This is an optimization exercise on Yosys and OpenROAD, whose aim is small area, a short achievable clock period and few clock cycles per item, not a production implementation. Where RTL was checked, it was by simulation tests only, not by an equivalence proof against the original. Function not checked in run 2: the RTL went through the layout flow alone.

==> flow/design.v (outline; a module is shown in full before it is edited, if it fits) <==
// module conv_fa: 10 lines
// module conv_ha: 9 lines
// module conv_stream_mc: 6944 lines
module conv_stream_mc
#(
  parameter int WORD_LENGTH = conv_pkg::WORD_LENGTH_DEF,
  parameter int ACC_WIDTH   = conv_pkg::ACC_WIDTH_DEF,
  parameter int IMAGE_SIZE  = conv_pkg::IMAGE_SIZE_DEF,
  parameter int KERNEL_SIZE = conv_pkg::KERNEL_SIZE_DEF,
  parameter int STRIDE      = conv_pkg::STRIDE_DEF,
  parameter int OUT_CH      = conv_pkg::OUT_CH_DEF
) (
  input  logic                                            clk,
  input  logic                                            rst,
  input  logic                                            weight_load,
  input  logic [OUT_CH*KERNEL_SIZE*KERNEL_SIZE*WORD_LENGTH-1:0] weight_value,
  input  logic [OUT_CH*ACC_WIDTH-1:0]                     bias_value,
  input  logic                                            relu_en,
  input  logic                                            in_valid,
  output logic                                            in_ready,
  input  logic [WORD_LENGTH-1:0]                          data_in,
  output logic                                            out_valid,
  input  logic                                            out_ready,
  output logic [OUT_CH*ACC_WIDTH-1:0]                     data_out,
  output logic [conv_pkg::IDX_WIDTH-1:0]                  out_row,
  output logic [conv_pkg::IDX_WIDTH-1:0]                  out_col,
  output logic                                            frame_done
);
  // ...
==> flow/flow/run.sh <==
#!/bin/bash
export BUFFER_PORTS_ARGS="-buffer_cell sky130_fd_sc_hd__buf_1"
bash standard.sh SETUP_SLACK_MARGIN=14.68 finish > standard.log 2>&1
==> flow/standard.sh <==
#!/bin/bash
# synth_recipe.tcl (not shown) runs the flow's synth.tcl, then flattens the netlist and writes it again
# the make line also repeats each setting of config.mk as NAME=value (left out here)
make -C /OpenROAD-flow-scripts/flow DESIGN_CONFIG=/design/flow/config.mk WORK_HOME=/design/flow/orfs CLKGATE_MAP_FILE= SYNTH_SCRIPT=/design/flow/synth_recipe.tcl "${@:-finish}"
==> flow/config.mk <==
export PLATFORM = sky130hd
export DESIGN_NAME = conv_stream_mc
export DESIGN_NICKNAME = conv_stream_mc
export VERILOG_FILES = /design/flow/design.v
export SDC_FILE = /design/flow/constraint.sdc
export NUM_CORES = 4
export LEC_CHECK = 0
export CAP_MARGIN = 20
export CORE_MARGIN = 2
export CORE_UTILIZATION = 55
export CTS_CLUSTER_DIAMETER = 100
export CTS_CLUSTER_SIZE = 26
export SLEW_MARGIN = 60
export SYNTH_HIERARCHICAL = 1
export SYNTH_MINIMUM_KEEP_SIZE = 0
==> flow/constraint.sdc <==
create_clock -name core_clock -period 20.0 [get_ports {clk}]
set_input_delay 4.0000 -clock core_clock [delete_from_list [all_inputs] [get_ports {clk}]]
set_output_delay 4.0000 -clock core_clock [all_outputs]
set_load 0.01 [all_outputs]
==> impl_metrics.tcl, run 1 <==
set metrics [dict create \
    status "timing/DRC/antenna clean" \
    synth.distinct_cells 59 \
    yosysTopAreaCell "fa_1" \
    n_all_inverters 129 \
    synth_xor_xnor_area_share_pct 0.804 \
    n_antenna_cell 11 \
    cts-hold-fix-buffers 0 \
    ys.flop_type "edfxtp_1" \
    arrival_ns 1.37 \
    largest_reg_flops 896 \
    firstDrtPassIters 6 \
    seq_area_share_pct 35.0 \
    whs_ns 0.407 \
    path_delay_family "flip-flops" \
    reg2reg_slack_ns 14.69 \
    multi_input_cells 7070 \
    regMostFlops "sr" \
    antenna_left 0 \
    drive_above_1_share_pct 7.21 \
    start_util_pct 55.4 \
    track_usage_pct 34.0 \
    drt_first_iter_violations 7976 \
    nClkBuffers 105 \
    r2r_end "x1_c0[27]$_DFFE_PP_" \
    wl_met1_um 146000 \
    cts_buffers 97 \
    wl_met2_um 192000 \
    io_pins 497 \
    num_rows 182 \
    path_max_fanout 2 \
    finalInstanceArea_mm2 0.148 \
    multiInputGateArea_mm2 0.0821 \
    dpl_cell_area_mm2 0.144 \
    setup_viol 0 \
    final_util_pct 60.2 \
    cts_root_buffer "clkbuf_16" \
    skew_ns 0.0357 \
    hold_viol 0 \
    n_tap_cell 3220 \
    fmax_mhz 186 \
]
Testbench counts, summed over its fixed seeds: cycles 18,840, pixels 18,816.
==> run 2: changes to the inputs <==
--- a/flow/design.v
+++ b/flow/design.v
@@ -114,17 +114,17 @@
     s_v_n = s_v ? !h_room : (sr_hit && !h_room && sh);
   end
   always_ff @(posedge clk or posedge rst) begin
     if (rst) begin
       x_v        <= 1'b0;
       s_v        <= 1'b0;
       h_v        <= 1'b0;
       sh_r       <= 1'b0;
-      in_ready_r <= 1'b0;
+      in_ready_r <= 1'b1;
       sr_hit     <= 1'b0;
       row_r      <= 5'd0;
       col_r      <= 5'd0;
     end else begin
       x_v        <= x_v_n;
       s_v        <= s_v_n;
       sh_r       <= x_v_n && !s_v_n;
       in_ready_r <= !(x_v_n && s_v_n);
@@ -6951,21 +6951,18 @@
       x4_c1[28] <= n3257_c;
       x4_c1[29] <= n3258_s;
       x4_c1[30] <= n3258_c;
       x4_c1[31] <= n3259_s;
     end
   end
   assign res[15:0]  = (relu_r && c0_sum[15]) ? 16'd0 : c0_sum;
   assign res[31:16] = (relu_r && c1_sum[15]) ? 16'd0 : c1_sum;
-  always_ff @(posedge clk or posedge rst) begin
-    if (rst) h_d <= 32'd0;
-    else if (h_room) h_d <= s_v ? s_d : res;
-  end
   always_ff @(posedge clk) begin
+    if (h_room) h_d <= s_v ? s_d : res;
     if (!s_v) s_d <= res;
   end
   always_ff @(posedge clk or posedge rst) begin
     if (rst) begin
       orow_r <= 5'd0;
       ocol_r <= 5'd0;
       fd_r   <= 1'b0;
     end else if (h_v && out_ready) begin
==> flow/flow/run.sh (replaced) <==
#!/bin/bash
# Own layout flow: the standard flow (standard.sh) with buf_1 port
# buffers and a stricter slew target for buffering. Each ORFS step writes its
# full log under orfs/logs/; make's own output goes to standard.log.
export BUFFER_PORTS_ARGS="-buffer_cell sky130_fd_sc_hd__buf_1"
bash standard.sh SLEW_MARGIN=80 finish > standard.log 2>&1
==> flow/config.mk (replaced) <==
export PLATFORM = sky130hd
export DESIGN_NAME = conv_stream_mc
export DESIGN_NICKNAME = conv_stream_mc
export VERILOG_FILES = /design/flow/design.v
export SDC_FILE = /design/flow/constraint.sdc
export NUM_CORES = 4
export LEC_CHECK = 0
export CAP_MARGIN = 20
export CORE_MARGIN = 2
export CORE_UTILIZATION = 40
export SLEW_MARGIN = 60
export SYNTH_HIERARCHICAL = 1
export SYNTH_MINIMUM_KEEP_SIZE = 0
==> impl_metrics.tcl, run 2 <==
set metrics [dict create \
    rsz0062_at_grt "no" \
    synth_area_leaders "fa_1 47%, edfxtp_1 37%, nand2_1 7.1%" \
    synth_seq_cells 1748 \
    largest_reg_flops 896 \
    cts_buffers 196 \
    grt_max_degree 51 \
    track_usage_pct 25.7 \
    grt_pass1_vias 96317 \
    finalMaxSlewViolations 0 \
    drv_cap 0 \
    numClockSinks 1748 \
    layout_common_cells "3,185 x fa_1, 2,581 x nand2_1, 1,689 x edfxtp_1" \
    hpwl_um 361000 \
    synth.distinct_cells 61 \
    tns_ns 0 \
    crit_chain "buf_8 -> buf_8 -> buf_12 -> buf_16 -> buf_8 -> buf_16 -> buf_12 -> buf_8 -> buf_16 -> buf_16 -> buf_8 -> buf_12 -> buf_12" \
    crit_slowest_cell "buf_12" \
    drc_errors 0 \
    vias_per_cell 5.25 \
    skew_ns 0.0721 \
    use_met2_pct 41.3 \
    r2r_start "sr[672]$_DFFE_PP_" \
    r2r_end "x1_c0[23]$_DFFE_PP_" \
    area_growth_syn_to_layout_pct 19.4 \
    reg.largest.list "sr: 896 flops, weights_r: 400 flops" \
    fin_nets 14873 \
    postCtsSetupRepairBufs 0 \
    reg2reg_slack_ns 14.44 \
    gp_congestion 0.951 \
    coreArea_mm2 0.339 \
    hold_path_class "reg2reg" \
    layout_setup_ws_ns 14.08 \
    drt_first_iter_violations 7788 \
    required_ns 20.62 \
    cts-hold-fix-buffers 0 \
    path_max_fanout 29 \
    ctsResizeCount 0 \
    io_buffers 490 \
    fmax_mhz 169 \
    synth_edf_count 1689 \
    wirelength_um 433000 \
    dieHeight_um 587 \
    grt_busiest_layer "met2" \
    die-area_mm2 0.344 \
    synth_area_mm2 0.136 \
    grtUsageMet1_pct 32.9 \
    synthArstFlopShare_pct 1.54 \
    hold_depth 0 \
    min-delay-start "sr[582]$_DFFE_PP_" \
    regMostFlops "sr" \
    max_stage_delay_ns 0.22 \
    use_met3_pct 4.53 \
    io_pins 497 \
    crit_type "in2reg" \
    drive_above_1_share_pct 17.4 \
    routedWlPerCell_um 27.2 \
    cts.clk_slew.worst_paths_ns 0.06 \
    clk_latency_ns 0.97 \
    hold_viol 0 \
    dpl_worst_slack_ns 12.88 \
    clock_path_buffers 4 \
    firstDrtPassIters 6 \
    cp.depth 13 \
    start_util_pct 40.1 \
    min_period_over_period_pct 29.6 \
    synth_cells 9328 \
    yosysSeqAreaShare_pct 38.3 \
    die_w_um 587 \
    antenna_left 0 \
    ctsHtreeMaxLevel 4 \
    num_rows 214 \
    yosys_warnings 7 \
    arrival_ns 6.54 \
    crit_path_end_kind "register" \
    rr_worst_depth 11 \
    yosysMostFrequentCell "fa_1" \
    path_delay_family "buffers and inverters" \
    hold_end "sr[590]$_DFFE_PP_" \
    syn_area_per_cell_um2 14.6 \
    grt_pass1_wl_um 644000 \
    synth_top_area_share_pct 47.1 \
    cts_root_buffer "clkbuf_16" \
    cp-start-kind "primary input" \
    min_period_ns 5.92 \
    ys.flop_type "edfxtp_1" \
    cts_tree "built" \
    yosysTopAreaCell "fa_1" \
    crit_top_cell "buf_8" \
    synth_commonest_cells "3,200 x fa_1, 2,581 x nand2_1, 1,689 x edfxtp_1" \
    antenna_found_initial 25 \
    status "timing/DRC/antenna clean" \
    setup_viol 0 \
    crit_buf_inv 13 \
    layout_commonest_cell "fa_1" \
    grt-ovfl-total 0 \
    num_vias 83376 \
]
-- run 2: Yosys stat by module, one instance, submodules excluded --
module          cells  flops+latches  area, um^2  copies in the design
conv_stream_mc   6124           1748       71800                     1
conv_fa             1              0        20.0                  3198
conv_ha             1              0        12.5                     6
-- run 2: kinds of logic after synthesis --
| group | after synthesis | synth area share, % |
|---|---|---|
| compound gates | 132 | 0.636 |
| mux | 7 | 0.0534 |
| buf+inv | 697 | 1.95 |
| other cells | 2 | 0.00553 |
| flops | 1748 | 38.3 |
| simple gates | 3369 | 10.7 |
| xor+xnor | 124 | 0.799 |
| fa+ha+maj | 3249 | 47.6 |
-- run 2: area by class of cell --
cell class / count / area, um^2
clock buffers: 223 / 5040
repair buffers: 2093 / 15100
well taps: 4536 / 5680
diodes: 7 / 17.5
clock inverters: 135 / 1700
multi-input cells: 7015 / 82200
fillers: 29575 / 177000
flip-flops and latches: 1748 / 52000
inverters: 124 / 478
-- run 2: worst max path at each step --
stage	startpoint	to	slack, ns
floorplan	sh_r$_DFF_PP0_	row_r[2]$_DFFE_PP0P_	4.06
global placement	weight_load	weights_r[148]$_DFFE_PP_	11.92
detailed placement	weight_load	weights_r[156]$_DFFE_PP_	12.88
CTS	weight_load	weights_r[157]$_DFFE_PP_	13.91
global route	weight_load	weights_r[157]$_DFFE_PP_	13.95
finish	weight_load	weights_r[157]$_DFFE_PP_	14.08
-- run 2: metrics by stage --
step	utilization [%]	cell area [um^2]	hold WS, ns	instances
after global routing	47.9	162000	0.371	15877
after detailed placement	45.8	155000	0.405	15510
after CTS	47.8	162000	0.361	15868
final	47.9	162000	0.382	15881
after floorplan	-	136000	0.400	9460
after global placement	42.1	143000	0.403	14043
-- run 2: routing by layer --
metal | vias up | part of all wire (%)
li1 | 33141 | -
met1 | 44475 | 37
met5 | - | 0.011
met2 | 4628 | 47
met3 | 1124 | 8.0
met4 | 8 | 7.1

static timing again, ports no longer ideal:
The flow's constraints put no driver on any port. The routed layouts listed below were extracted and timed again, unchanged, in two steps.
Step 1 sets driving cells, clkbuf_16 on the clock port and buf_2 on the other inputs (assumed; they add their load-dependent delay and slew).
Step 2 moves the port delays by t, midway between the first and last clock arrival at a register: inputs arrive t later, outputs are due t later. That takes back most of the time a late clock gives input paths.
Slacks: no drivers / after step 1 / after step 2; pairs: no drivers / after step 1.
run	t, ns	setup slack, ns	worst hold slack (ns)	worst setup path at the end	slew at the worst register clock pin (ns)
run 1	0.901	14.630 / 14.526 / 13.953	0.407 / 0.407 / 0.407	input to register	0.11 / 0.11
run 2	1.022	14.085 / 14.139 / 13.117	0.382 / 0.382 / 0.382	input to register	0.07 / 0.07
After both steps setup and hold are still met in every run listed. The setup slack of run 2, which loses most, moves by +0.054 ns with the drivers and by -0.968 ns with both steps.
